This is an optimization exercise on Yosys and OpenROAD, whose aim is small area, a short achievable clock period and few clock cycles per item, not a production implementation.
The RTL was checked by simulation tests, not by an equivalence proof against the original design.

==> flow/design.v <==
module aes_sbox_lane (
    input  logic        clk_i,
    input  logic [1:0]  en_i,      
    input  logic [7:0]  s0_i,
    input  logic [7:0]  s1_i,
    input  logic [15:0] rnd_i,
    output logic [7:0]  s0_o,
    output logic [7:0]  s1_o
);
    function automatic logic [7:0] gmul(input logic [7:0] a, input logic [7:0] b);
        logic [7:0] p, x;
        p = '0;
        x = a;
        for (int i = 0; i < 8; i++) begin
            p = b[i] ? p ^ x : p;
            x = {x[6:0], 1'b0} ^ (x[7] ? 8'h1b : 8'h00);
        end
        gmul = p;
    endfunction
    function automatic logic [3:0] g16_mul(input logic [3:0] a, input logic [3:0] b);
        logic [3:0] p, x;
        p = '0;
        x = a;
        for (int i = 0; i < 4; i++) begin
            p = b[i] ? p ^ x : p;
            x = {x[2:0], 1'b0} ^ (x[3] ? 4'h3 : 4'h0);
        end
        g16_mul = p;
    endfunction
    function automatic logic [3:0] g16_inv(input logic [3:0] a);
        case (a)
            4'd0: g16_inv = 4'd0;
            4'd1: g16_inv = 4'd1;
            4'd2: g16_inv = 4'd9;
            4'd3: g16_inv = 4'd14;
            4'd4: g16_inv = 4'd13;
            4'd5: g16_inv = 4'd11;
            4'd6: g16_inv = 4'd7;
            4'd7: g16_inv = 4'd6;
            4'd8: g16_inv = 4'd15;
            4'd9: g16_inv = 4'd2;
            4'd10: g16_inv = 4'd12;
            4'd11: g16_inv = 4'd5;
            4'd12: g16_inv = 4'd10;
            4'd13: g16_inv = 4'd4;
            4'd14: g16_inv = 4'd3;
            4'd15: g16_inv = 4'd8;
            default: g16_inv = 4'd0;
        endcase
    endfunction
    function automatic logic [7:0] sq(input logic [7:0] a);
        sq[0] = a[0] ^ a[4] ^ a[6];
        sq[1] = a[4] ^ a[6] ^ a[7];
        sq[2] = a[1] ^ a[5];
        sq[3] = a[4] ^ a[5] ^ a[6] ^ a[7];
        sq[4] = a[2] ^ a[4] ^ a[7];
        sq[5] = a[5] ^ a[6];
        sq[6] = a[3] ^ a[5];
        sq[7] = a[6] ^ a[7];
    endfunction
    function automatic logic [7:0] p4(input logic [7:0] a);
        p4[0] = a[0] ^ a[2] ^ a[3] ^ a[5] ^ a[6] ^ a[7];
        p4[1] = a[2] ^ a[3] ^ a[4] ^ a[5] ^ a[6];
        p4[2] = a[4] ^ a[5] ^ a[7];
        p4[3] = a[2] ^ a[3] ^ a[4];
        p4[4] = a[1] ^ a[2] ^ a[4] ^ a[5] ^ a[6];
        p4[5] = a[3] ^ a[6];
        p4[6] = a[4] ^ a[7];
        p4[7] = a[3] ^ a[5] ^ a[6] ^ a[7];
    endfunction
    function automatic logic [7:0] p16(input logic [7:0] a);
        p16[0] = a[0] ^ a[4] ^ a[5] ^ a[6];
        p16[1] = a[1];
        p16[2] = a[1] ^ a[2] ^ a[4] ^ a[6] ^ a[7];
        p16[3] = a[1] ^ a[3] ^ a[4] ^ a[6] ^ a[7];
        p16[4] = a[1] ^ a[5] ^ a[6];
        p16[5] = a[2] ^ a[3] ^ a[7];
        p16[6] = a[1] ^ a[2] ^ a[3] ^ a[4] ^ a[7];
        p16[7] = a[2] ^ a[3] ^ a[5];
    endfunction
    function automatic logic [7:0] lin(input logic [7:0] a);
        lin[0] = a[0] ^ a[4] ^ a[5] ^ a[6] ^ a[7];
        lin[1] = a[0] ^ a[1] ^ a[5] ^ a[6] ^ a[7];
        lin[2] = a[0] ^ a[1] ^ a[2] ^ a[6] ^ a[7];
        lin[3] = a[0] ^ a[1] ^ a[2] ^ a[3] ^ a[7];
        lin[4] = a[0] ^ a[1] ^ a[2] ^ a[3] ^ a[4];
        lin[5] = a[1] ^ a[2] ^ a[3] ^ a[4] ^ a[5];
        lin[6] = a[2] ^ a[3] ^ a[4] ^ a[5] ^ a[6];
        lin[7] = a[3] ^ a[4] ^ a[5] ^ a[6] ^ a[7];
    endfunction
    function automatic logic [7:0] to_t(input logic [7:0] a);
        to_t[0] = a[0] ^ a[5] ^ a[7];
        to_t[1] = a[2];
        to_t[2] = a[2] ^ a[3] ^ a[4] ^ a[5] ^ a[6] ^ a[7];
        to_t[3] = a[3] ^ a[4];
        to_t[4] = a[4] ^ a[5] ^ a[6];
        to_t[5] = a[1] ^ a[4] ^ a[6] ^ a[7];
        to_t[6] = a[2] ^ a[3] ^ a[5] ^ a[7];
        to_t[7] = a[5] ^ a[7];
    endfunction
    function automatic logic [7:0] sq_from_t(input logic [7:0] a);
        sq_from_t[0] = a[0] ^ a[2] ^ a[6] ^ a[7];
        sq_from_t[1] = a[4] ^ a[7];
        sq_from_t[2] = a[2] ^ a[5] ^ a[6] ^ a[7];
        sq_from_t[3] = a[2] ^ a[6] ^ a[7];
        sq_from_t[4] = a[2] ^ a[3] ^ a[4];
        sq_from_t[5] = a[1] ^ a[3] ^ a[4] ^ a[6] ^ a[7];
        sq_from_t[6] = a[1] ^ a[2] ^ a[4] ^ a[7];
        sq_from_t[7] = a[1] ^ a[3] ^ a[4] ^ a[6];
    endfunction
    function automatic logic [7:0] lin_from_t(input logic [7:0] a);
        lin_from_t[0] = a[0] ^ a[2] ^ a[6];
        lin_from_t[1] = a[0] ^ a[1] ^ a[2] ^ a[3] ^ a[4] ^ a[5];
        lin_from_t[2] = a[0] ^ a[3] ^ a[5] ^ a[6];
        lin_from_t[3] = a[0] ^ a[2] ^ a[5];
        lin_from_t[4] = a[0] ^ a[1] ^ a[3] ^ a[4] ^ a[5];
        lin_from_t[5] = a[1] ^ a[2] ^ a[3] ^ a[5] ^ a[6] ^ a[7];
        lin_from_t[6] = a[4] ^ a[6] ^ a[7];
        lin_from_t[7] = a[1] ^ a[2];
    endfunction
    function automatic logic [3:0] g16_lsq(input logic [3:0] a);
        g16_lsq[0] = a[2];
        g16_lsq[1] = a[1] ^ a[2] ^ a[3];
        g16_lsq[2] = a[1];
        g16_lsq[3] = a[0] ^ a[2] ^ a[3];
    endfunction
    function automatic logic [3:0] g16_sq(input logic [3:0] a);
        g16_sq[0] = a[0] ^ a[2];
        g16_sq[1] = a[2];
        g16_sq[2] = a[1] ^ a[3];
        g16_sq[3] = a[3];
    endfunction
    logic [7:0] x;
    logic [7:0] a;
    logic [7:0] r0;
    logic [7:0] r0_q1;
    logic [7:0] r1;
    logic [7:0] r1_q1;
    logic [7:0] x2;
    logic [7:0] x3;
    logic [7:0] x3_q1;
    logic [7:0] g1;
    logic [7:0] g1_q1;
    logic [7:0] tx;
    logic [7:0] tx_q1;
    logic [7:0] tx_q2;
    logic [7:0] tx_q3;
    logic [7:0] g1p;
    logic [7:0] h2;
    logic [7:0] h2_q2;
    logic [7:0] x12;
    logic [7:0] x12_q2;
    logic [7:0] zc;
    logic [7:0] zc_q2;
    logic [7:0] zd;
    logic [7:0] zd_q2;
    logic [7:0] zd_q3;
    logic [7:0] h2p;
    logic [7:0] h3;
    logic [7:0] h3_q3;
    logic [3:0] d;
    logic [3:0] d_q3;
    logic [7:0] x2b;
    logic [7:0] h4;
    logic [7:0] l4;
    logic [3:0] di;
    logic [7:0] sbl;
    logic [7:0] o1;
    logic [7:0] o0;
    always_comb begin
        x   = s0_i ^ s1_i;
        a   = sq(s1_i);
        r0  = rnd_i[7:0];
        r1  = rnd_i[15:8];
        x2  = sq(x);
        x3  = gmul(x, x2);
        g1  = gmul(x, a) ^ r0;
        tx  = to_t(x);
    end
    always_ff @(posedge clk_i) begin
        r0_q1 <= r0;
        r1_q1 <= r1;
        x3_q1 <= x3;
        g1_q1 <= g1;
        tx_q1 <= tx;
    end
    always_comb begin
        g1p = p4(g1_q1);
        h2  = gmul(x3_q1, g1p) ^ r1_q1;
        x12 = p4(x3_q1);
        zc  = r0_q1 ^ {r1_q1[3:0], r1_q1[7:4]};
        zd  = r1_q1 ^ {r0_q1[4:0], r0_q1[7:5]};
    end
    always_ff @(posedge clk_i) begin
        if (en_i[0]) begin
            tx_q2 <= tx_q1;
            h2_q2 <= h2;
            x12_q2 <= x12;
            zc_q2 <= zc;
            zd_q2 <= zd;
        end
    end
    always_comb begin
        h2p = p16(h2_q2);
        h3  = gmul(x12_q2, h2p) ^ zc_q2;
        d   = g16_lsq(tx_q2[7:4]) ^ g16_mul(tx_q2[7:4], tx_q2[3:0]) ^ g16_sq(tx_q2[3:0]);
    end
    always_ff @(posedge clk_i) begin
        if (en_i[1]) begin
            tx_q3 <= tx_q2;
            zd_q3 <= zd_q2;
            h3_q3 <= h3;
            d_q3 <= d;
        end
    end
    always_comb begin
        x2b = sq_from_t(tx_q3);
        h4  = gmul(h3_q3, x2b) ^ zd_q3;
        l4  = lin(h4);
        di  = g16_inv(d_q3);
        sbl = lin_from_t({g16_mul(tx_q3[7:4], di), g16_mul(tx_q3[7:4] ^ tx_q3[3:0], di)});
        o1  = l4 ^ 8'h63;
        o0  = l4 ^ sbl;
    end
    assign s0_o = o0;
    assign s1_o = o1;
endmodule
module aes_sbox_lanes (
    input  logic        clock,
    input  logic        reset,
    input  logic        in_valid,
    output logic        in_ready,
    input  logic [31:0] in_share0,
    input  logic [31:0] in_share1,
    input  logic        rnd_valid,
    output logic        rnd_ready,
    input  logic [63:0] rnd_data,
    input  logic [63:0] prng_seed,
    output logic        out_valid,
    input  logic        out_ready,
    output logic [31:0] out_share0,
    output logic [31:0] out_share1,
    output logic [3:0]  credits_used
);
    localparam int RING = 5;
    logic              rst_q, acc_q;
    logic              accept, pop, push, full, adv2, adv3;
    logic [31:0]       core_o0, core_o1;
    logic [2:1]        v_q;
    logic [2:0]        v;                 
    logic [3:0]        cr_q, cr, cred;
    logic              head_v_q, head_v;
    logic [63:0]       head_q;
    logic [2:0]        cnt_q, cnt;        
    logic [2:0]        rd_q, rd, wr;      
    logic [RING-1:0][63:0] ring_q;
    logic              ring_rd, ring_wr, head_ld;
    logic              unused_seed;
    always_comb begin
        v      = rst_q ? '0 : {v_q, acc_q};
        cr     = rst_q ? '0 : cr_q;
        cred   = cr + 4'(v[0]);
        head_v = ~rst_q & head_v_q;
        cnt    = rst_q ? '0 : cnt_q;
        rd     = rst_q ? '0 : rd_q;
        wr     = (4'(rd) + 4'(cnt) >= 4'(RING)) ? rd + cnt - 3'(RING) : rd + cnt;
    end
    assign unused_seed  = ^prng_seed;
    assign in_ready     = ~reset & ~cred[3];
    assign accept       = in_valid & rnd_valid & in_ready;
    assign rnd_ready    = accept;
    assign credits_used = cred;
    for (genvar l = 0; l < 4; l++) begin : g_lane
        aes_sbox_lane u_lane (
            .clk_i (clock),
            .en_i  ({adv3, adv2}),
            .s0_i  (in_share0[8*l +: 8]),
            .s1_i  (in_share1[8*l +: 8]),
            .rnd_i (rnd_data[16*l +: 16]),
            .s0_o  (core_o0[8*l +: 8]),
            .s1_o  (core_o1[8*l +: 8])
        );
    end
    assign out_valid  = ~reset & head_v;
    assign pop        = out_valid & out_ready;
    assign out_share0 = head_q[31:0];
    assign out_share1 = head_q[63:32];
    always_comb begin
        full    = head_v & (cnt == 3'(RING));
        adv3    = ~v[2] | ~full | pop;
        adv2    = ~v[1] | adv3;
        push    = v[2] & adv3;
        ring_rd = pop & (cnt != 3'd0);
        head_ld = ring_rd | (push & (pop | ~head_v));
        ring_wr = push & ~(head_ld & ~ring_rd);
    end
    always_ff @(posedge clock) begin
        rst_q    <= reset;
        acc_q    <= accept;
        v_q[1]   <= adv2 ? v[0] : v[1];
        v_q[2]   <= adv3 ? v[1] : v[2];
        cr_q     <= cred - 4'(pop);
        head_v_q <= head_ld | (head_v & ~pop);
        cnt_q    <= cnt + 3'(ring_wr) - 3'(ring_rd);
        rd_q     <= !ring_rd ? rd : (rd == 3'(RING - 1)) ? 3'd0 : rd + 3'd1;
    end
    always_ff @(posedge clock) begin
        if (head_ld) head_q <= ring_rd ? ring_q[rd] : {core_o1, core_o0};
        for (int i = 0; i < RING; i++)
            if (ring_wr && wr == 3'(i)) ring_q[i] <= {core_o1, core_o0};
    end
endmodule
==> flow/flow/run.sh <==
#!/bin/bash
# Own layout flow: the standard flow with two changes.
# 1. Synthesis maps the logic with flow/abc.script (ABC's &dch/&nf mapping, which suits the
#    XOR-heavy GF(2^8) arithmetic far better than abc_speed.script). The standard synthesis is
#    also run, into orfs_ref/, and the registers of the two netlists are compared; if they differ
#    the standard synthesis is used.
# 2. Every port still gets a buffer, but a plain sky130_fd_sc_hd__buf_1 (BUFFER_PORTS_ARGS)
#    rather than the delay buffer buffer_ports picks by default; the resizer sizes them up as needed.
set -uo pipefail
W=$PWD
sed -e "s#SYNTH_SCRIPT=[^ ]*#SYNTH_SCRIPT=$W/flow/synth.tcl#" standard.sh > my_synth.sh
sed -e "s#WORK_HOME=[^ ]*#WORK_HOME=$W/orfs_ref#" -e '/^if /,$d' standard.sh > ref_synth.sh
MY_ABC_SCRIPT=$W/flow/abc.script bash my_synth.sh synth > synth.log 2>&1 &
bash ref_synth.sh synth > ref_synth.log 2>&1
wait
RES=orfs/results/$FLOW_PLATFORM/aes_sbox_lanes/base
REF=orfs_ref/results/$FLOW_PLATFORM/aes_sbox_lanes/base
if ! python3 flow/regs.py $RES/1_2_yosys.v $REF/1_2_yosys.v > regs.log 2>&1; then
  echo "own synthesis differs from the standard one; using the standard flow" >> regs.log
  rm -rf orfs
fi
BUFFER_PORTS_ARGS="-buffer_cell sky130_fd_sc_hd__buf_1" bash standard.sh > layout.log 2>&1
==> flow/flow/abc.script <==
&get -n
&st
&dch
&nf
&put
buffer -c
topo
stime -c
upsize -c
dnsize -c
==> flow/flow/regs.py <==
# regs.py A.v B.v: compares the flip-flops (instance name and cell type) of two netlists.
import re, sys
def regs(path):
    out = {}
    for cell, name in re.findall(r'^\s*(sky130_fd_sc_hd__\w*df\w*)\s+(\S+)\s*\(', open(path).read(), re.M):
        out[name] = re.sub(r'_\d+$', '', cell)
    return out
a, b = regs(sys.argv[1]), regs(sys.argv[2])
print(f"{len(a)} and {len(b)} flip-flops")
if a != b:
    print("registers differ:", sorted(set(a.items()) ^ set(b.items()))[:20])
    sys.exit(1)
print("registers match")
==> flow/flow/synth.tcl <==
# synth_recipe.tcl (the standard synthesis) with one change: Yosys's abc pass runs the ABC script
# named by MY_ABC_SCRIPT instead of ORFS's abc_speed.script. Registers are mapped before abc
# runs, so their names and cells are those of the standard synthesis.
proc synth {args} { yosys synth -nofsm -noshare {*}$args }
proc abc {args} {
  set i [lsearch -exact $args -script]
  if {$i >= 0} { lset args [expr {$i + 1}] $::env(MY_ABC_SCRIPT) }
  yosys abc {*}$args
}
source $::env(SCRIPTS_DIR)/synth.tcl
# left out here: clear keep_hierarchy, flatten, clean up, hide names made inside functions, write 1_2_yosys.v
==> flow/standard.sh <==
#!/bin/bash
# synth_recipe.tcl (not shown) runs the flow's synth.tcl, then flattens the netlist and writes it again
# the make line also repeats each setting of config.mk as NAME=value (left out here)
make -C /OpenROAD-flow-scripts/flow DESIGN_CONFIG=/design/flow/config.mk WORK_HOME=/design/flow/orfs CLKGATE_MAP_FILE= SYNTH_SCRIPT=/design/flow/synth_recipe.tcl "${@:-finish}"
==> flow/config.mk <==
export PLATFORM = sky130hd
export DESIGN_NAME = aes_sbox_lanes
export DESIGN_NICKNAME = aes_sbox_lanes
export VERILOG_FILES = /design/flow/design.v
export SDC_FILE = /design/flow/constraint.sdc
export NUM_CORES = 4
export LEC_CHECK = 0
export ABC_CLOCK_PERIOD_IN_PS = 4000
export CAP_MARGIN = 20
export CORE_MARGIN = 2
export CORE_UTILIZATION = 65
export CTS_BUF_LIST = sky130_fd_sc_hd__clkbuf_8
export CTS_CLUSTER_DIAMETER = 60
export CTS_CLUSTER_SIZE = 14
export PLACE_DENSITY = 0.72
export SETUP_SLACK_MARGIN = 4.9
export SLEW_MARGIN = 20
export TNS_END_PERCENT = 100
==> flow/constraint.sdc <==
create_clock -name core_clock -period 9.0 [get_ports {clock}]
set_input_delay 1.8000 -clock core_clock [delete_from_list [all_inputs] [get_ports {clock}]]
set_output_delay 1.8000 -clock core_clock [all_outputs]
set_load 0.01 [all_outputs]
==> results of run 1 <==
## cells in the final DEF (no fill, tap or decap), drive strengths merged, types with 10 or more instances in the layout
cell type and count:
a21oi 71, a221o 11, a22oi 24, a32oi 22, and3 15, buf 362
clkbuf 90, dfxtp 191, edfxtp 656, ha 44, inv 121, mux2i 75
nand2 486, nand2b 32, nor2 1044, nor2b 54, nor3 12, o21ai 135
o21bai 10, o22ai 68, xnor2 1695, xnor3 58, xor2 567
## metal layers
metal	wire length (um)	vias up	global-route usage, %	part of all wire [%]
li1	-	18613	-	-
met1	55600	18064	38.7	45
met2	58000	1090	43.4	47
met3	7540	158	3.23	6.1
met4	2650	0	6.88	2.1
met5	0	-	0	0
## what timing repair did
item                                    CTS  global route
cloned                                    4             6
resized for setup                       111           110
buffers inserted                         49            59
endpoints found under the setup margin  595           460
pin swaps                                15            39
## per-stage QoR
| step | area [um^2] | setup WS, ns | hold WS, ns |
|---|---|---|---|
| final | 62500 | 4.87 | 0.390 |
| after global routing | 62500 | 4.74 | 0.406 |
| after CTS | 61100 | 4.77 | 0.393 |
| after detailed placement | 58300 | 3.41 | 0.389 |
| after global placement | 58300 | 3.48 | 0.386 |
| after floorplan | 56500 | 4.25 | 0.386 |
## path summary, 6_finish.rpt
check | slack, ns | from | cells after the start | end
max | 4.87 | g_lane[0].u_lane.tx_q3[2] | 12 | head_q[4]
min | 0.39 | g_lane[2].u_lane.tx_q1[6] | 0 | g_lane[2].u_lane.tx_q2[6]
max reg2reg | 4.87 | g_lane[0].u_lane.tx_q3[2] | 12 | head_q[4]
min reg2reg | 0.39 | g_lane[2].u_lane.tx_q1[6] | 0 | g_lane[2].u_lane.tx_q2[6]
## layout make-up
cell class              instances  area [um^2]  share of cell area [%]
well taps                    1144         1430                    2.29
diodes                          1         2.50                 0.00401
multi-input cells            4483        33300                    53.3
flip-flops and latches        847        23500                    37.7
clock inverters                68          473                   0.757
inverters                      68          275                   0.441
repair buffers                368         2300                    3.68
clock buffers                  84         1160                    1.85
## kinds of logic (layout without fill, tap and decap cells)
family	Yosys count	in the layout	synth area share, %
other	0	1	0
and+or+nand+nor	1650	1655	11.5
xor gates and xnor gates	2329	2329	38.3
DFF	847	847	41.7
muxes	80	80	1.43
buffers and inverters	282	588	1.95
adders and majority gates	46	46	1.05
AOI/OAI and AO/OA	373	373	4.01
==> report_table.html, run 1 <==
<table>
<tr><th>Metric</th><th>Value</th></tr>
<tr><th colspan="2">Run status</th></tr>
<tr><td>Result of the run</td><td>finished clean</td></tr>
<tr><th colspan="2">Clocking</th></tr>
<tr><td>Root buffer selected by CTS</td><td>clkbuf_8</td></tr>
<tr><td>Clk Latency, worst-skew pair</td><td>0.75 ns</td></tr>
<tr><td>Quantity of hold-fixing buffers added after cts</td><td>0</td></tr>
<tr><td>Clock sink count</td><td>847</td></tr>
<tr><td>Deepest clock path buffer count</td><td>3</td></tr>
<tr><td>CTS tree</td><td>built</td></tr>
<tr><td>Clock transition at the registers of the reported paths</td><td>0.09 ns</td></tr>
<tr><td>Cts bufs inserted</td><td>82</td></tr>
<tr><td>H-tree Lvls</td><td>3</td></tr>
<tr><th colspan="2">Critical path</th></tr>
<tr><td>Setup Crit Path Kind</td><td>flip-flop to flip-flop</td></tr>
<tr><td>Slowest Stage Delay on Critical Path</td><td>0.50 ns</td></tr>
<tr><td>Required time of the worst setup path</td><td>9.48 ns</td></tr>
<tr><td>Largest fanout of any net on the critical path</td><td>8</td></tr>
<tr><td>Critical path's top delay family</td><td>XOR/XNOR gates</td></tr>
<tr><td>Startpoint type of the worst setup path</td><td>flip-flop</td></tr>
<tr><td>Most common cell on crit path</td><td>xnor2_1</td></tr>
<tr><td>Critical path, cell by cell</td><td>xor2_4, buf_12, xnor2_4, nand2_1, xnor2_1, xnor2_1, xnor2_1, xnor2_2, xnor3_2, xnor2_2, xor3_1, a221o_1</td></tr>
<tr><td>Number of buffer and inverter stages on the critical path</td><td>1</td></tr>
<tr><td>Critical path arrival</td><td>4.61 ns</td></tr>
<tr><td>Sort of element at the end of the critical path</td><td>flip-flop</td></tr>
<tr><td>Crit-path slowest cell</td><td>edfxtp_1</td></tr>
<tr><th colspan="2">Floorplanning</th></tr>
<tr><td>Number of top-level pins</td><td>268</td></tr>
<tr><td>Core area</td><td>0.0855 mm^2</td></tr>
<tr><td>Width of the chip</td><td>298 um</td></tr>
<tr><td>Initial core utilization</td><td>65.9%</td></tr>
<tr><td>Cell Rows</td><td>107</td></tr>
<tr><td>Total die area</td><td>0.0891 mm^2</td></tr>
<tr><td>Die Y-Extent</td><td>298 um</td></tr>
<tr><th colspan="2">Global routing</th></tr>
<tr><td>GRT Total Usage</td><td>26.9%</td></tr>
<tr><td>Number of global-route vias before repair</td><td>36023</td></tr>
<tr><td>Pin count of the biggest net entering global routing</td><td>118</td></tr>
<tr><td>Initial antenna violation count</td><td>1</td></tr>
<tr><td>Total congestion overflow after global routing</td><td>0</td></tr>
<tr><td>First-pass GRT wire length</td><td>194000 um</td></tr>
<tr><th colspan="2">Logic synthesis</th></tr>
<tr><td>Cells after synthesis</td><td>5607</td></tr>
<tr><td>#FFs+latches synth</td><td>847</td></tr>
<tr><td>Post-synthesis instance area</td><td>0.0563 mm^2</td></tr>
<tr><td>Proportion of synthesized flip-flops having asynchronous set or reset</td><td>0%</td></tr>
<tr><td>Part of the Yosys area used for sequential elements</td><td>41.7%</td></tr>
<tr><td>Top-count cell post-synth</td><td>xnor2_1</td></tr>
<tr><td>Top cell type's share of synthesized area</td><td>35.0%</td></tr>
<tr><td>Syn. warnings</td><td>2</td></tr>
<tr><td>Synth area leaders</td><td>edfxtp_1 35%, xnor2_1 26%, xor2_1 8.7%, nor2_1 6.9%, dfxtp_1 6.8%</td></tr>
<tr><td>Synthesized netlist net count</td><td>5850</td></tr>
<tr><td>Syn Area/Cell</td><td>10.0 um^2</td></tr>
<tr><td>Largest area contributor in the synthesized netlist</td><td>edfxtp_1</td></tr>
<tr><td>Most used flip-flop cell after synthesis</td><td>edfxtp_1</td></tr>
<tr><td>Post-synth EDFFs</td><td>656</td></tr>
<tr><td>Top cell types by occurrence after synthesis</td><td>1674 x xnor2_1, 1042 x nor2_1, 656 x edfxtp_1</td></tr>
<tr><td>Yosys cell types</td><td>52</td></tr>
<tr><th colspan="2">Final layout</th></tr>
<tr><td>Largest registers ranked by flip-flop count</td><td>ring_q (320), head_q (64)</td></tr>
<tr><td>Final core area utilization</td><td>73.0%</td></tr>
<tr><td>Layout net count</td><td>6093</td></tr>
<tr><td>Ratio of cells with drive above 1 in the final layout</td><td>8.40%</td></tr>
<tr><td>Largest register by flop count</td><td>ring_q</td></tr>
<tr><td>Fill cell instance count of the final layout</td><td>6315</td></tr>
<tr><td>Number of cells in the finished layout apart from fillers</td><td>7063</td></tr>
<tr><td>Area growth, synth to finish</td><td>10.9%</td></tr>
<tr><td>Max reg flops</td><td>320</td></tr>
<tr><th colspan="2">Routing</th></tr>
<tr><td>Vias per cell</td><td>5.37</td></tr>
<tr><td>Number of DRC violations after detailed-routing iteration 0</td><td>2738</td></tr>
<tr><td>DRC</td><td>0</td></tr>
<tr><td>Routed via count</td><td>37925</td></tr>
<tr><td>Routed wire length per instance</td><td>17.5 um</td></tr>
<tr><td>Remaining antenna violation count after routing</td><td>0</td></tr>
<tr><td>DRT Pass-1 Iters</td><td>5</td></tr>
<tr><td>Final Routed Wirelength</td><td>124000 um</td></tr>
<tr><th colspan="2">STA</th></tr>
<tr><td>Sum of negative setup slack</td><td>0 ns</td></tr>
<tr><td>Tightest slew margin relative to the limit</td><td>28.5%</td></tr>
<tr><td>Final setup fails</td><td>0</td></tr>
<tr><td>Ratio of final minimum period to clock period</td><td>45.9%</td></tr>
<tr><td>Time the worst path needs with I/O delays and setup</td><td>4.13 ns</td></tr>
<tr><td>Unrepaired setup endpoints after global routing</td><td>true</td></tr>
<tr><td>Final number of max-transition violations</td><td>0</td></tr>
<tr><td>FMAX</td><td>242 MHz</td></tr>
<tr><td>Hold Violations, Final</td><td>0</td></tr>
<tr><td>Transition time at the pin with the least slew margin</td><td>1.07 ns</td></tr>
<tr><td>Worst Skew</td><td>0.0623 ns</td></tr>
<tr><th colspan="2">Placed design</th></tr>
<tr><td>HPWL Detailed</td><td>82600 um</td></tr>
<tr><td>Count of input and output buffers</td><td>203</td></tr>
<tr><td>Final GP Congestion</td><td>0.910</td></tr>
<tr><td>Instance count after placement with tap cells included</td><td>6790</td></tr>
<tr><th colspan="2">Run</th></tr>
<tr><td>Max-cap check violation count</td><td>0</td></tr>
<tr><th colspan="2">Min path</th></tr>
<tr><td>Type of the most critical hold path</td><td>flip-flop to flip-flop</td></tr>
</table>
Testbench counts, summed over its fixed seeds: cycles 16,032, items 16,000.
==> run 2: changes to the inputs <==
--- a/flow/config.mk
+++ b/flow/config.mk
@@ -8,11 +8,10 @@
 export ABC_CLOCK_PERIOD_IN_PS = 4000
 export CAP_MARGIN = 20
 export CORE_MARGIN = 2
-export CORE_UTILIZATION = 65
+export CORE_UTILIZATION = 50
 export CTS_BUF_LIST = sky130_fd_sc_hd__clkbuf_8
-export CTS_CLUSTER_DIAMETER = 60
-export CTS_CLUSTER_SIZE = 14
-export PLACE_DENSITY = 0.72
+export CTS_CLUSTER_DIAMETER = 70
+export CTS_CLUSTER_SIZE = 16
 export SETUP_SLACK_MARGIN = 4.9
 export SLEW_MARGIN = 20
 export TNS_END_PERCENT = 100
==> run 2 against run 1 <==
Effect of this change:
- cell count up 4.6%
- hold slack worse by 0.0059 ns
- first-iteration DRC count down 9.8%
- critical path type is now input pin to output pin
- cell area up 0.38%
- synthesized cell count unchanged
- utilization down 17 points
- clock-buffer cell count down 9
- fmax up 0.67%
- global-route usage down 5.3 points
- still clean on timing, DRC and antenna
==> report_table.html, run 2 <==
<table>
<tr><th>Metric</th><th>Value</th></tr>
<tr><th colspan="2">STA</th></tr>
<tr><td>Transition time at the pin with the least slew margin</td><td>1.18 ns</td></tr>
<tr><td>Tightest slew margin relative to the limit</td><td>21.4%</td></tr>
<tr><td>Time the worst path needs with I/O delays and setup</td><td>4.11 ns</td></tr>
<tr><td>Hold Violations, Final</td><td>0</td></tr>
<tr><td>Worst-case hold slack</td><td>0.384 ns</td></tr>
<tr><td>Sum of negative setup slack</td><td>0 ns</td></tr>
<tr><td>Unrepaired setup endpoints after global routing</td><td>true</td></tr>
<tr><td>Final setup fails</td><td>0</td></tr>
<tr><td>FMAX</td><td>244 MHz</td></tr>
<tr><td>Worst Skew</td><td>0.0601 ns</td></tr>
<tr><td>Ratio of final minimum period to clock period</td><td>45.6%</td></tr>
<tr><td>Setup slack of the critical path after layout</td><td>4.89 ns</td></tr>
<tr><td>Final number of max-transition violations</td><td>0</td></tr>
<tr><th colspan="2">Global routing</th></tr>
<tr><td>GRT Total Usage</td><td>21.6%</td></tr>
<tr><td>First-pass GRT wire length</td><td>200000 um</td></tr>
<tr><td>Total congestion overflow after global routing</td><td>0</td></tr>
<tr><td>Number of global-route vias before repair</td><td>35489</td></tr>
<tr><td>Busiest layer in global routing</td><td>met2</td></tr>
<tr><td>Initial antenna violation count</td><td>4</td></tr>
<tr><td>GR Layer Usage met3</td><td>2.30%</td></tr>
<tr><td>Pin count of the biggest net entering global routing</td><td>121</td></tr>
<tr><td>Met1 track demand over resource in global routing</td><td>31.8%</td></tr>
<tr><td>Fraction of met2 tracks used by global routing</td><td>34.1%</td></tr>
<tr><th colspan="2">Logic synthesis</th></tr>
<tr><td>Cells after synthesis</td><td>5607</td></tr>
<tr><td>Proportion of synthesized flip-flops having asynchronous set or reset</td><td>0%</td></tr>
<tr><td>Post-synthesis instance area</td><td>0.0563 mm^2</td></tr>
<tr><td>Syn Area/Cell</td><td>10.0 um^2</td></tr>
<tr><td>Most used flip-flop cell after synthesis</td><td>edfxtp_1</td></tr>
<tr><td>Top cell type's share of synthesized area</td><td>35.0%</td></tr>
<tr><td>Yosys cell types</td><td>52</td></tr>
<tr><td>#FFs+latches synth</td><td>847</td></tr>
<tr><td>Top-count cell post-synth</td><td>xnor2_1</td></tr>
<tr><td>Synth area leaders</td><td>edfxtp_1 35%, xnor2_1 26%, xor2_1 8.7%, nor2_1 6.9%, dfxtp_1 6.8%</td></tr>
<tr><td>Part of the Yosys area used for sequential elements</td><td>41.7%</td></tr>
<tr><td>Synthesized netlist net count</td><td>5850</td></tr>
<tr><td>Syn. warnings</td><td>2</td></tr>
<tr><td>Largest area contributor in the synthesized netlist</td><td>edfxtp_1</td></tr>
<tr><td>Top cell types by occurrence after synthesis</td><td>1674 x xnor2_1, 1042 x nor2_1, 656 x edfxtp_1</td></tr>
<tr><td>Post-synth EDFFs</td><td>656</td></tr>
<tr><th colspan="2">Routing</th></tr>
<tr><td>DRC</td><td>0</td></tr>
<tr><td>Remaining antenna violation count after routing</td><td>0</td></tr>
<tr><td>DRT Pass-1 Iters</td><td>9</td></tr>
<tr><td>Final Routed Wirelength</td><td>127000 um</td></tr>
<tr><td>Routed via count</td><td>36990</td></tr>
<tr><td>Number of DRC violations after detailed-routing iteration 0</td><td>2470</td></tr>
<tr><td>Routed wire length per instance</td><td>17.1 um</td></tr>
<tr><td>Vias per cell</td><td>5.01</td></tr>
<tr><th colspan="2">Final layout</th></tr>
<tr><td>Most frequent cells in the layout</td><td>1586 x xnor2_1, 1036 x nor2_1, 656 x edfxtp_1, 537 x xor2_1, 481 x nand2_1</td></tr>
<tr><td>Largest register by flop count</td><td>ring_q</td></tr>
<tr><td>Layout net count</td><td>6078</td></tr>
<tr><td>Number of cells in the finished layout apart from fillers</td><td>7390</td></tr>
<tr><td>Final core area utilization</td><td>55.9%</td></tr>
<tr><td>Max reg flops</td><td>320</td></tr>
<tr><td>Ratio of cells with drive above 1 in the final layout</td><td>8.05%</td></tr>
<tr><td>Leading cell type in the layout, fill and taps excluded</td><td>xnor2_1</td></tr>
<tr><td>Area growth, synth to finish</td><td>11.3%</td></tr>
<tr><td>Final non-filler cell area</td><td>0.0627 mm^2</td></tr>
<tr><td>Largest registers ranked by flip-flop count</td><td>ring_q (320), head_q (64)</td></tr>
<tr><th colspan="2">Critical path</th></tr>
<tr><td>Slowest Stage Delay on Critical Path</td><td>0.16 ns</td></tr>
<tr><td>Critical path arrival</td><td>2.31 ns</td></tr>
<tr><td>Sort of element at the end of the critical path</td><td>output pin</td></tr>
<tr><td>Critical path, cell by cell</td><td>buf_4, nor2_4, and3_1, buf_2</td></tr>
<tr><td>Number of buffer and inverter stages on the critical path</td><td>2</td></tr>
<tr><td>Startpoint type of the worst setup path</td><td>input pin</td></tr>
<tr><td>Largest fanout of any net on the critical path</td><td>3</td></tr>
<tr><td>Critical path's top delay family</td><td>buffers and inverters</td></tr>
<tr><td>Setup Crit Path Kind</td><td>input pin to output pin</td></tr>
<tr><td>Required time of the worst setup path</td><td>7.20 ns</td></tr>
<tr><td>Crit-path slowest cell</td><td>and3_1</td></tr>
<tr><th colspan="2">Floorplanning</th></tr>
<tr><td>Cell Rows</td><td>123</td></tr>
<tr><td>Initial core utilization</td><td>50.2%</td></tr>
<tr><td>Width of the chip</td><td>340 um</td></tr>
<tr><td>Core area</td><td>0.112 mm^2</td></tr>
<tr><td>Number of top-level pins</td><td>268</td></tr>
<tr><td>Total die area</td><td>0.115 mm^2</td></tr>
<tr><td>Die Y-Extent</td><td>340 um</td></tr>
<tr><th colspan="2">Clocking</th></tr>
<tr><td>Cts bufs inserted</td><td>73</td></tr>
<tr><td>Clk Latency, worst-skew pair</td><td>0.79 ns</td></tr>
<tr><td>H-tree Lvls</td><td>3</td></tr>
<tr><td>Clock transition at the registers of the reported paths</td><td>0.09 ns</td></tr>
<tr><td>Clock sink count</td><td>847</td></tr>
<tr><td>CTS tree</td><td>built</td></tr>
<tr><td>Root buffer selected by CTS</td><td>clkbuf_8</td></tr>
<tr><td>Deepest clock path buffer count</td><td>3</td></tr>
<tr><th colspan="2">Placed design</th></tr>
<tr><td>DP Area</td><td>0.0588 mm^2</td></tr>
<tr><td>Count of input and output buffers</td><td>203</td></tr>
<tr><td>Worst setup timing slack at the placement stage</td><td>3.11 ns</td></tr>
<tr><td>Instance count after placement with tap cells included</td><td>7153</td></tr>
<tr><td>HPWL Detailed</td><td>85600 um</td></tr>
<tr><td>Final GP Congestion</td><td>0.846</td></tr>
<tr><th colspan="2">Min path</th></tr>
<tr><td>Type of the most critical hold path</td><td>flip-flop to flip-flop</td></tr>
<tr><th colspan="2">Run status</th></tr>
<tr><td>Result of the run</td><td>finished clean</td></tr>
<tr><th colspan="2">Run</th></tr>
<tr><td>Max-cap check violation count</td><td>0</td></tr>
</table>
==> run 2: cell count changes in the layout (fill, tap and decap cells not counted), moves of 3 or more <==
cell and delta:
xnor2_1 +3, inv_12 +3, clkbuf_8 -10, clkinv_8 +3, buf_6 -3, xnor2_2 -15, inv_1 -15, xnor2_4 +12
clkbuf_16 -3
==> run 2: final cells by class <==
cell class	count	area (um^2)
inverters	68	275
clock inverters	53	428
repair inverters	1	8.76
fillers	9842	49500
flip-flops and latches	847	23500
repair buffers	362	2170
well taps	1500	1880
clock buffers	75	1030
multi-input cells	4482	33400
diodes	2	5.00
==> run 2: layer usage <==
| metal | wire [um] | part of all wire [%] | vias up |
|---|---|---|---|
| li1 | - | - | 18568 |
| met1 | 60300 | 48 | 17480 |
| met2 | 57900 | 46 | 813 |
| met3 | 6070 | 4.8 | 129 |
| met4 | 2280 | 1.8 | 0 |
| met5 | 0 | 0 | - |
==> run 2: repair_timing <==
item | in CTS | in global routing
gates resized for setup | 135 | 91
cloned | 4 | 2
endpoints found under the setup margin | 541 | 292
buffers inserted | 54 | 47
hold buffers | 0 | 0
pin swaps | 23 | 26
==> run 2: kinds of logic after synthesis <==
| kind of cell | after synthesis | share of synthesized area, % |
|---|---|---|
| xor+xnor | 2329 | 38.3 |
| simple gates | 1650 | 11.5 |
| flops | 847 | 41.7 |
| compound gates | 373 | 4.01 |
| buf+inv | 282 | 1.95 |
| mux | 80 | 1.43 |
| fa+ha+maj | 46 | 1.05 |
==> run 2: final timing paths <==
path	startpoint	end	slack, ns	cells past startpoint
worst min register to register	g_lane[3].u_lane.tx_q1[7]	g_lane[3].u_lane.tx_q2[7]	0.38	0
worst min-delay path	g_lane[3].u_lane.tx_q1[7]	g_lane[3].u_lane.tx_q2[7]	0.38	0
worst max register to register	g_lane[0].u_lane.tx_q3[6]	head_q[1]	4.95	13
worst max-delay path	reset	rnd_ready	4.89	4
==> run 3: changes to the inputs <==
--- a/flow/design.v
+++ b/flow/design.v
@@ -1,6 +1,6 @@
 module aes_sbox_lane (
     input  logic        clk_i,
-    input  logic [1:0]  en_i,      
+    input  logic [2:0]  en_i,      
     input  logic [7:0]  s0_i,
     input  logic [7:0]  s1_i,
     input  logic [15:0] rnd_i,
@@ -178,11 +178,13 @@
         tx  = to_t(x);
     end
     always_ff @(posedge clk_i) begin
-        r0_q1 <= r0;
-        r1_q1 <= r1;
-        x3_q1 <= x3;
-        g1_q1 <= g1;
-        tx_q1 <= tx;
+        if (en_i[0]) begin
+            r0_q1 <= r0;
+            r1_q1 <= r1;
+            x3_q1 <= x3;
+            g1_q1 <= g1;
+            tx_q1 <= tx;
+        end
     end
     always_comb begin
         g1p = p4(g1_q1);
@@ -192,7 +194,7 @@
         zd  = r1_q1 ^ {r0_q1[4:0], r0_q1[7:5]};
     end
     always_ff @(posedge clk_i) begin
-        if (en_i[0]) begin
+        if (en_i[1]) begin
             tx_q2 <= tx_q1;
             h2_q2 <= h2;
             x12_q2 <= x12;
@@ -206,7 +208,7 @@
         d   = g16_lsq(tx_q2[7:4]) ^ g16_mul(tx_q2[7:4], tx_q2[3:0]) ^ g16_sq(tx_q2[3:0]);
     end
     always_ff @(posedge clk_i) begin
-        if (en_i[1]) begin
+        if (en_i[2]) begin
             tx_q3 <= tx_q2;
             zd_q3 <= zd_q2;
             h3_q3 <= h3;
@@ -242,11 +244,11 @@
     output logic [31:0] out_share1,
     output logic [3:0]  credits_used
 );
-    localparam int RING = 5;
+    localparam int RING = 4;
     logic              rst_q, acc_q;
-    logic              accept, pop, push, full, adv2, adv3;
+    logic              accept, pop, push, full, adv1, adv2, adv3;
     logic [31:0]       core_o0, core_o1;
-    logic [2:1]        v_q;
+    logic [2:0]        v_q;
     logic [2:0]        v;                 
     logic [3:0]        cr_q, cr, cred;
     logic              head_v_q, head_v;
@@ -257,9 +259,9 @@
     logic              ring_rd, ring_wr, head_ld;
     logic              unused_seed;
     always_comb begin
-        v      = rst_q ? '0 : {v_q, acc_q};
+        v      = rst_q ? '0 : v_q;
         cr     = rst_q ? '0 : cr_q;
-        cred   = cr + 4'(v[0]);
+        cred   = cr + 4'(~rst_q & acc_q);
         head_v = ~rst_q & head_v_q;
         cnt    = rst_q ? '0 : cnt_q;
         rd     = rst_q ? '0 : rd_q;
@@ -273,7 +275,7 @@
     for (genvar l = 0; l < 4; l++) begin : g_lane
         aes_sbox_lane u_lane (
             .clk_i (clock),
-            .en_i  ({adv3, adv2}),
+            .en_i  ({adv3, adv2, adv1}),
             .s0_i  (in_share0[8*l +: 8]),
             .s1_i  (in_share1[8*l +: 8]),
             .rnd_i (rnd_data[16*l +: 16]),
@@ -289,6 +291,7 @@
         full    = head_v & (cnt == 3'(RING));
         adv3    = ~v[2] | ~full | pop;
         adv2    = ~v[1] | adv3;
+        adv1    = ~v[0] | adv2;
         push    = v[2] & adv3;
         ring_rd = pop & (cnt != 3'd0);
         head_ld = ring_rd | (push & (pop | ~head_v));
@@ -297,6 +300,7 @@
     always_ff @(posedge clock) begin
         rst_q    <= reset;
         acc_q    <= accept;
+        v_q[0]   <= adv1 ? accept : v[0];
         v_q[1]   <= adv2 ? v[0] : v[1];
         v_q[2]   <= adv3 ? v[1] : v[2];
         cr_q     <= cred - 4'(pop);
--- a/flow/config.mk
+++ b/flow/config.mk
@@ -12,6 +12,6 @@
 export CTS_BUF_LIST = sky130_fd_sc_hd__clkbuf_8
 export CTS_CLUSTER_DIAMETER = 70
 export CTS_CLUSTER_SIZE = 16
-export SETUP_SLACK_MARGIN = 4.9
+export SETUP_SLACK_MARGIN = 4.8
 export SLEW_MARGIN = 20
 export TNS_END_PERCENT = 100
==> run 3 against run 2 <==
Effect of this change:
- critical path depth did not move
- highest routed layer is now met5
- still clean
- sequential share of layout area increased by 0.84 points
- routed wire length is 5.2% lower
- cell area is 3.4% lower
- clock-buffer cell count decreased by 4
==> report_table.html, run 3 <==
<table>
<tr><th>Metric</th><th>Value</th></tr>
<tr><th colspan="2">Run status</th></tr>
<tr><td>Result of the run</td><td>finished clean</td></tr>
<tr><th colspan="2">Floorplanning</th></tr>
<tr><td>Number of top-level pins</td><td>268</td></tr>
<tr><td>Initial core utilization</td><td>50.5%</td></tr>
<tr><td>Total die area</td><td>0.113 mm^2</td></tr>
<tr><td>Die Y-Extent</td><td>336 um</td></tr>
<tr><td>Cell Rows</td><td>121</td></tr>
<tr><td>Width of the chip</td><td>336 um</td></tr>
<tr><td>Core area</td><td>0.109 mm^2</td></tr>
<tr><th colspan="2">Final layout</th></tr>
<tr><td>Area taken by multi-input logic gates</td><td>0.0321 mm^2</td></tr>
<tr><td>Largest register by flop count</td><td>ring_q</td></tr>
<tr><td>Ratio of cells with drive above 1 in the final layout</td><td>6.70%</td></tr>
<tr><td>Fill cell instance count of the final layout</td><td>9608</td></tr>
<tr><td>Register cell area after layout</td><td>0.0232 mm^2</td></tr>
<tr><td>Largest registers ranked by flip-flop count</td><td>ring_q (256), head_q (64)</td></tr>
<tr><td>Leading cell type in the layout, fill and taps excluded</td><td>xnor2_1</td></tr>
<tr><td>Layout net count</td><td>5831</td></tr>
<tr><td>Most frequent cells in the layout</td><td>1619 x xnor2_1, 1006 x nor2_1, 752 x edfxtp_1, 568 x xor2_1, 441 x nand2_1</td></tr>
<tr><td>Max reg flops</td><td>256</td></tr>
<tr><td>Final core area utilization</td><td>55.5%</td></tr>
<tr><td>Area growth, synth to finish</td><td>9.93%</td></tr>
<tr><th colspan="2">Logic synthesis</th></tr>
<tr><td>Cells after synthesis</td><td>5402</td></tr>
<tr><td>#FFs+latches synth</td><td>784</td></tr>
<tr><td>Synth area leaders</td><td>edfxtp_1 41%, xnor2_1 27%, xor2_1 9.4%, nor2_1 6.9%, nand2_1 3.0%</td></tr>
<tr><td>Top cell types by occurrence after synthesis</td><td>1704 x xnor2_1, 1012 x nor2_1, 752 x edfxtp_1</td></tr>
<tr><td>Most used flip-flop cell after synthesis</td><td>edfxtp_1</td></tr>
<tr><td>Proportion of synthesized flip-flops having asynchronous set or reset</td><td>0%</td></tr>
<tr><td>Yosys cell types</td><td>48</td></tr>
<tr><td>Largest area contributor in the synthesized netlist</td><td>edfxtp_1</td></tr>
<tr><td>Part of the Yosys area used for sequential elements</td><td>42.2%</td></tr>
<tr><td>Post-synthesis instance area</td><td>0.0551 mm^2</td></tr>
<tr><td>Post-synth EDFFs</td><td>752</td></tr>
<tr><td>Synthesized netlist net count</td><td>5642</td></tr>
<tr><td>Syn Area/Cell</td><td>10.2 um^2</td></tr>
<tr><td>Top-count cell post-synth</td><td>xnor2_1</td></tr>
<tr><td>Top cell type's share of synthesized area</td><td>41.0%</td></tr>
<tr><td>Syn. warnings</td><td>2</td></tr>
<tr><th colspan="2">Critical path</th></tr>
<tr><td>RR Endpoint</td><td>head_q[28]</td></tr>
<tr><td>Setup Crit Path Kind</td><td>input pin to output pin</td></tr>
<tr><td>Critical path's top delay family</td><td>simple AND/OR/NAND/NOR gates</td></tr>
<tr><td>Critical path arrival</td><td>2.36 ns</td></tr>
<tr><td>Critical path, cell by cell</td><td>buf_1, nor2_2, and3_4, buf_6</td></tr>
<tr><td>Crit-path slowest cell</td><td>and3_4</td></tr>
<tr><td>Cell depth of the worst setup path</td><td>4</td></tr>
<tr><td>Reg-to-Reg Start</td><td>g_lane[3].u_lane.tx_q3[2]</td></tr>
<tr><td>Required time of the worst setup path</td><td>7.20 ns</td></tr>
<tr><td>Startpoint type of the worst setup path</td><td>input pin</td></tr>
<tr><td>Sort of element at the end of the critical path</td><td>output pin</td></tr>
<tr><td>Slowest Stage Delay on Critical Path</td><td>0.20 ns</td></tr>
<tr><td>Cell depth of the worst flop-to-flop path</td><td>12</td></tr>
<tr><td>Largest fanout of any net on the critical path</td><td>3</td></tr>
<tr><td>Number of buffer and inverter stages on the critical path</td><td>2</td></tr>
<tr><td>Worst-case register-to-register setup slack</td><td>4.85 ns</td></tr>
<tr><th colspan="2">STA</th></tr>
<tr><td>Worst-case hold slack</td><td>0.407 ns</td></tr>
<tr><td>Transition time at the pin with the least slew margin</td><td>1.05 ns</td></tr>
<tr><td>Time the worst path needs with I/O delays and setup</td><td>4.16 ns</td></tr>
<tr><td>Tightest slew margin relative to the limit</td><td>29.2%</td></tr>
<tr><td>Hold Violations, Final</td><td>0</td></tr>
<tr><td>Unrepaired setup endpoints after global routing</td><td>true</td></tr>
<tr><td>Worst Skew</td><td>0.0495 ns</td></tr>
<tr><td>Final setup fails</td><td>0</td></tr>
<tr><td>Ratio of final minimum period to clock period</td><td>46.2%</td></tr>
<tr><td>Final number of max-transition violations</td><td>0</td></tr>
<tr><td>FMAX</td><td>241 MHz</td></tr>
<tr><td>Sum of negative setup slack</td><td>0 ns</td></tr>
<tr><th colspan="2">Clocking</th></tr>
<tr><td>Clock transition at the registers of the reported paths</td><td>0.10 ns</td></tr>
<tr><td>CTS tree</td><td>built</td></tr>
<tr><td>Clk Latency, worst-skew pair</td><td>0.75 ns</td></tr>
<tr><td>Deepest clock path buffer count</td><td>3</td></tr>
<tr><td>Root buffer selected by CTS</td><td>clkbuf_8</td></tr>
<tr><td>H-tree Lvls</td><td>3</td></tr>
<tr><td>Cts bufs inserted</td><td>71</td></tr>
<tr><td>Quantity of hold-fixing buffers added after cts</td><td>0</td></tr>
<tr><td>Clock sink count</td><td>784</td></tr>
<tr><th colspan="2">Routing</th></tr>
<tr><td>DRC</td><td>0</td></tr>
<tr><td>DRT Pass-1 Iters</td><td>7</td></tr>
<tr><td>Routed wire length per instance</td><td>17.0 um</td></tr>
<tr><td>Routed via count</td><td>35519</td></tr>
<tr><td>Vias per cell</td><td>5.03</td></tr>
<tr><td>Final Routed Wirelength</td><td>120000 um</td></tr>
<tr><td>Remaining antenna violation count after routing</td><td>0</td></tr>
<tr><td>Number of DRC violations after detailed-routing iteration 0</td><td>2052</td></tr>
<tr><th colspan="2">Global routing</th></tr>
<tr><td>Total congestion overflow after global routing</td><td>0</td></tr>
<tr><td>Pin count of the biggest net entering global routing</td><td>121</td></tr>
<tr><td>Number of global-route vias before repair</td><td>34249</td></tr>
<tr><td>First-pass GRT wire length</td><td>190000 um</td></tr>
<tr><td>Initial antenna violation count</td><td>2</td></tr>
<tr><td>GRT Total Usage</td><td>21.0%</td></tr>
<tr><th colspan="2">Min path</th></tr>
<tr><td>Type of the most critical hold path</td><td>flip-flop to flip-flop</td></tr>
<tr><td>WHS Path Cells</td><td>0</td></tr>
<tr><td>Min-Delay Endpoint</td><td>g_lane[0].u_lane.tx_q2[7]</td></tr>
<tr><td>Hold Startpoint</td><td>g_lane[0].u_lane.tx_q1[7]</td></tr>
<tr><th colspan="2">Placed design</th></tr>
<tr><td>HPWL Detailed</td><td>83700 um</td></tr>
<tr><td>Final GP Congestion</td><td>0.834</td></tr>
<tr><td>Count of input and output buffers</td><td>203</td></tr>
<tr><th colspan="2">Run</th></tr>
<tr><td>Max-cap check violation count</td><td>0</td></tr>
</table>
-- run 3: changes by cell type after synthesis, moves of 24 or more --
| cell | before | now |
|---|---|---|
| dfxtp_1 | 191 | 32 |
| edfxtp_1 | 656 | 752 |
| a22o_1 | 1 | 57 |
| nand2_1 | 485 | 444 |
| a21oi_1 | 71 | 34 |
| nor2_1 | 1042 | 1012 |
| xnor2_1 | 1674 | 1704 |
| xor2_1 | 561 | 588 |
| a22oi_1 | 24 | 0 |
-- run 3: logic make-up after synthesis --
group | share of synthesized area, %
xor gates and xnor gates | 38.6
AOI/OAI and AO/OA | 3.66
DFF | 42.2
muxes | 1.74
and+or+nand+nor | 11.0
buffers and inverters | 1.84
adders and majority gates | 1.02
-- run 3: layer usage --
metal	global-route usage [%]	wire length (um)	vias up
li1	-	-	17858
met1	30.6	57800	16837
met2	33.2	54300	699
met3	2.73	5610	123
met4	5.15	2340	2
met5	0	13	-
-- run 3: how the worst max path moves through the flow --
stage                                         start                         to  slack [ns]
after global placement                        reset     g_lane[3].u_lane.di[3]        3.68
after CTS                 g_lane[1].u_lane.tx_q3[3]                 head_q[14]        4.75
after global routing      g_lane[3].u_lane.tx_q3[2]                 head_q[27]        4.68
after floorplan                               reset  g_lane[0].u_lane.h2_q2[0]        3.22
final                                         reset                  rnd_ready        4.84
after detailed placement                      reset     g_lane[3].u_lane.di[3]        3.66
-- run 3: layout make-up --
| type | instances | area share, % |
|---|---|---|
| multi-input cells | 4359 | 53.1 |
| flip-flops and latches | 784 | 38.4 |
| well taps | 1414 | 2.92 |
| clock inverters | 51 | 0.715 |
| diodes | 1 | 0.00413 |
| inverters | 58 | 0.393 |
| clock buffers | 71 | 1.61 |
| repair buffers | 317 | 2.90 |
-- run 3: what timing repair did --
action / 4_1_cts / 5_1_grt
gates cloned: 0 / 1
buffers inserted: 28 / 26
pin swaps: 5 / 9
resized for setup: 84 / 85
endpoints found under the setup margin: 437 / 295
-- run 3: metrics by stage --
stage	worst slack [ns]	cell area, um^2	instances
4_1_cts	4.75	59700	7026
3_5_place_dp	3.66	57400	6876
3_3_place_gp	3.68	57400	6876
2_1_floorplan	3.22	55200	5402
5_1_grt	4.68	60500	7055
6_report	4.84	60500	7055
Testbench counts of run 3, summed over its fixed seeds: cycles 16,032, items 16,000.
==> run 4: changes to the inputs <==
--- a/flow/config.mk
+++ b/flow/config.mk
@@ -12,6 +12,6 @@
 export CTS_BUF_LIST = sky130_fd_sc_hd__clkbuf_8
 export CTS_CLUSTER_DIAMETER = 70
 export CTS_CLUSTER_SIZE = 16
-export SETUP_SLACK_MARGIN = 4.8
+export SETUP_SLACK_MARGIN = 4.9
 export SLEW_MARGIN = 20
 export TNS_END_PERCENT = 100
==> run 4 against run 3 <==
Effect of this change:
- via count increased by 0.48%
- utilization increased by 0.46 points
- cell area increased by 0.84%
- register-to-register slack improved by 0.18 ns
- critical path type unchanged
- global-route usage increased by 0.089 points
- highest routed layer unchanged
- die area unchanged
- worst setup slack improved by 0.067 ns
- first-iteration DRC count increased by 3.6%
- sequential share of layout area decreased by 0.32 points
==> report_table.html, run 4 <==
<table>
<tr><th>Metric</th><th>Value</th></tr>
<tr><th colspan="2">Logic synthesis</th></tr>
<tr><td>Largest area contributor in the synthesized netlist</td><td>edfxtp_1</td></tr>
<tr><td>Synthesized netlist net count</td><td>5642</td></tr>
<tr><td>Part of the Yosys area used for sequential elements</td><td>42.2%</td></tr>
<tr><td>Top-count cell post-synth</td><td>xnor2_1</td></tr>
<tr><td>Yosys cell types</td><td>48</td></tr>
<tr><td>Most used flip-flop cell after synthesis</td><td>edfxtp_1</td></tr>
<tr><td>Synth area leaders</td><td>edfxtp_1 41%, xnor2_1 27%, xor2_1 9.4%, nor2_1 6.9%, nand2_1 3.0%</td></tr>
<tr><td>Top cell type's share of synthesized area</td><td>41.0%</td></tr>
<tr><td>Cells after synthesis</td><td>5402</td></tr>
<tr><td>Post-synthesis instance area</td><td>0.0551 mm^2</td></tr>
<tr><td>#FFs+latches synth</td><td>784</td></tr>
<tr><td>Post-synth EDFFs</td><td>752</td></tr>
<tr><td>Top cell types by occurrence after synthesis</td><td>1704 x xnor2_1, 1012 x nor2_1, 752 x edfxtp_1</td></tr>
<tr><td>Syn Area/Cell</td><td>10.2 um^2</td></tr>
<tr><td>Syn. warnings</td><td>2</td></tr>
<tr><td>Proportion of synthesized flip-flops having asynchronous set or reset</td><td>0%</td></tr>
<tr><th colspan="2">Critical path</th></tr>
<tr><td>Critical path arrival</td><td>2.29 ns</td></tr>
<tr><td>Sort of element at the end of the critical path</td><td>output pin</td></tr>
<tr><td>Critical path, cell by cell</td><td>buf_8, nor2_4, and3_4, buf_6</td></tr>
<tr><td>Required time of the worst setup path</td><td>7.20 ns</td></tr>
<tr><td>Slowest Stage Delay on Critical Path</td><td>0.19 ns</td></tr>
<tr><td>Startpoint type of the worst setup path</td><td>input pin</td></tr>
<tr><td>Crit-path slowest cell</td><td>and3_4</td></tr>
<tr><td>Setup Crit Path Kind</td><td>input pin to output pin</td></tr>
<tr><td>Largest fanout of any net on the critical path</td><td>3</td></tr>
<tr><th colspan="2">Routing</th></tr>
<tr><td>Routed wire length per instance</td><td>17.0 um</td></tr>
<tr><td>Vias per cell</td><td>5.04</td></tr>
<tr><td>Final Routed Wirelength</td><td>120000 um</td></tr>
<tr><td>DRT Pass-1 Iters</td><td>5</td></tr>
<tr><td>DRC</td><td>0</td></tr>
<tr><td>Remaining antenna violation count after routing</td><td>0</td></tr>
<tr><td>Number of DRC violations after detailed-routing iteration 0</td><td>2126</td></tr>
<tr><td>Routed via count</td><td>35691</td></tr>
<tr><th colspan="2">Final layout</th></tr>
<tr><td>Register cell area after layout</td><td>0.0232 mm^2</td></tr>
<tr><td>Number of cells in the finished layout apart from fillers</td><td>7082</td></tr>
<tr><td>Max reg flops</td><td>256</td></tr>
<tr><td>Area taken by multi-input logic gates</td><td>0.0324 mm^2</td></tr>
<tr><td>Layout net count</td><td>5858</td></tr>
<tr><td>Most frequent cells in the layout</td><td>1604 x xnor2_1, 1006 x nor2_1, 752 x edfxtp_1, 566 x xor2_1, 441 x nand2_1</td></tr>
<tr><td>Leading cell type in the layout, fill and taps excluded</td><td>xnor2_1</td></tr>
<tr><td>Final core area utilization</td><td>56.0%</td></tr>
<tr><td>Largest registers ranked by flip-flop count</td><td>ring_q (256), head_q (64)</td></tr>
<tr><td>Fill cell instance count of the final layout</td><td>9536</td></tr>
<tr><td>Area growth, synth to finish</td><td>10.8%</td></tr>
<tr><td>Largest register by flop count</td><td>ring_q</td></tr>
<tr><td>Ratio of cells with drive above 1 in the final layout</td><td>7.57%</td></tr>
<tr><th colspan="2">STA</th></tr>
<tr><td>Hold Violations, Final</td><td>0</td></tr>
<tr><td>Sum of negative setup slack</td><td>0 ns</td></tr>
<tr><td>Setup slack of the critical path after layout</td><td>4.91 ns</td></tr>
<tr><td>Ratio of final minimum period to clock period</td><td>45.4%</td></tr>
<tr><td>Time the worst path needs with I/O delays and setup</td><td>4.09 ns</td></tr>
<tr><td>Final setup fails</td><td>0</td></tr>
<tr><td>Worst Skew</td><td>0.0513 ns</td></tr>
<tr><td>Tightest slew margin relative to the limit</td><td>28.4%</td></tr>
<tr><td>Unrepaired setup endpoints after global routing</td><td>true</td></tr>
<tr><td>Final number of max-transition violations</td><td>0</td></tr>
<tr><td>FMAX</td><td>245 MHz</td></tr>
<tr><td>Transition time at the pin with the least slew margin</td><td>1.07 ns</td></tr>
<tr><th colspan="2">Clocking</th></tr>
<tr><td>Clock sink count</td><td>784</td></tr>
<tr><td>CTS tree</td><td>built</td></tr>
<tr><td>Clk Latency, worst-skew pair</td><td>0.75 ns</td></tr>
<tr><td>Root buffer selected by CTS</td><td>clkbuf_8</td></tr>
<tr><td>H-tree Lvls</td><td>3</td></tr>
<tr><td>Clock transition at the registers of the reported paths</td><td>0.10 ns</td></tr>
<tr><td>Deepest clock path buffer count</td><td>3</td></tr>
<tr><td>Cts bufs inserted</td><td>71</td></tr>
<tr><td>Quantity of hold-fixing buffers added after cts</td><td>0</td></tr>
<tr><th colspan="2">Global routing</th></tr>
<tr><td>Number of global-route vias before repair</td><td>34312</td></tr>
<tr><td>GRT Total Usage</td><td>21.1%</td></tr>
<tr><td>First-pass GRT wire length</td><td>191000 um</td></tr>
<tr><td>Total congestion overflow after global routing</td><td>0</td></tr>
<tr><td>Pin count of the biggest net entering global routing</td><td>121</td></tr>
<tr><td>Initial antenna violation count</td><td>2</td></tr>
<tr><th colspan="2">Floorplanning</th></tr>
<tr><td>Width of the chip</td><td>336 um</td></tr>
<tr><td>Core area</td><td>0.109 mm^2</td></tr>
<tr><td>Total die area</td><td>0.113 mm^2</td></tr>
<tr><td>Number of top-level pins</td><td>268</td></tr>
<tr><td>Initial core utilization</td><td>50.5%</td></tr>
<tr><td>Die Y-Extent</td><td>336 um</td></tr>
<tr><td>Cell Rows</td><td>121</td></tr>
<tr><th colspan="2">Placed design</th></tr>
<tr><td>Instance count after placement with tap cells included</td><td>6876</td></tr>
<tr><td>Final GP Congestion</td><td>0.834</td></tr>
<tr><td>Worst setup timing slack at the placement stage</td><td>3.66 ns</td></tr>
<tr><td>HPWL Detailed</td><td>83700 um</td></tr>
<tr><td>Count of input and output buffers</td><td>203</td></tr>
<tr><th colspan="2">Run status</th></tr>
<tr><td>Result of the run</td><td>finished clean</td></tr>
<tr><th colspan="2">Run</th></tr>
<tr><td>Max-cap check violation count</td><td>0</td></tr>
<tr><th colspan="2">Min path</th></tr>
<tr><td>Type of the most critical hold path</td><td>flip-flop to flip-flop</td></tr>
</table>
==> run 4: final cells by class <==
class | instances | share of cell area (%)
clock buffers | 71 | 1.60
inverters | 58 | 0.406
flip-flops and latches | 784 | 38.0
repair buffers | 344 | 3.31
well taps | 1414 | 2.90
clock inverters | 51 | 0.709
diodes | 1 | 0.00410
multi-input cells | 4359 | 53.0
==> run 4: final timing paths <==
| path | from | endpoint | slack (ns) | cells after the start |
|---|---|---|---|---|
| max | reset | rnd_ready | 4.91 | 4 |
| min | g_lane[0].u_lane.tx_q1[7] | g_lane[0].u_lane.tx_q2[7] | 0.41 | 0 |
| max reg2reg | g_lane[1].u_lane.tx_q3[2] | head_q[11] | 5.03 | 11 |
| min reg2reg | g_lane[0].u_lane.tx_q1[7] | g_lane[0].u_lane.tx_q2[7] | 0.41 | 0 |
==> run 4: cell families (layout without fill, tap and decap cells) <==
kind of cell,Yosys count,after routing,share of synthesized area (%)
xor gates and xnor gates,2345,2345,38.6
and+or+nand+nor,1552,1552,11.0
DFF,784,784,42.2
AOI/OAI and AO/OA,323,323,3.66
buffers and inverters,259,524,1.84
muxes,95,95,1.74
adders and majority gates,44,44,1.02
other,0,1,0
==> run 4: layer usage <==
layer  vias to the layer above  GRT usage [%]  part of all wire [%]
li1                      17909              -                     -
met1                     17017           30.7                    48
met2                       644           33.3                    45
met3                       119           2.73                   4.3
met5                         -              0                 0.011
met4                         2           5.17                   1.9
==> run 4: what timing repair did <==
item,4_1_cts,5_1_grt
pin swaps,11,21
setup buffers,33,48
setup endpoints to repair,496,328
resized for setup,114,95
cloned,1,0
==> run 4: through the flow <==
step                cell area, um^2  hold WS (ns)
floorplan                     55200         0.400
global placement              57400         0.401
detailed placement            57400         0.405
CTS                           60000         0.408
global route                  61100         0.413
finish                        61100         0.408
==> run 4: worst max-delay path: cells and delay by family <==
family	cells	cell delay [ns]
and+or+nand+nor	2	0.28
buffers and inverters	2	0.21

-- port drivers added, routing unchanged --
The flow's constraints put no driver on any port. The routed layouts listed below were extracted and timed again, unchanged, in two steps.
Step 1 sets driving cells, clkbuf_16 on the clock port and buf_2 on the other inputs (assumed; they add their load-dependent delay and slew).
Step 2 adds t to the input delays and takes it off the output delays; t is the mean of the earliest and latest rising clock arrival at the registers after step 1. Input paths then give back, and output paths get back, about the clock's delay inside the block.
a / b / c = ideal ports / drivers / drivers and shift; a / b = the first two.
run | shift t [ns] | setup slack, ns | worst hold slack (ns) | worst data-port slew with drivers (ns)
run 1 | 0.785 | 4.868 / 4.868 / 4.272 | 0.390 / 0.390 / 0.390 | 0.04
run 2 | 0.822 | 4.895 / 4.873 / 4.284 | 0.384 / 0.384 / 0.384 | 0.04
run 3 | 0.794 | 4.843 / 4.820 / 4.201 | 0.407 / 0.407 / 0.407 | 0.04
run 4 | 0.797 | 4.910 / 4.870 / 4.304 | 0.408 / 0.408 / 0.408 | 0.05
After both steps setup and hold are still met in every run listed. The setup slack of run 3, which loses most, moves by -0.023 ns with the drivers and by -0.642 ns with both steps.
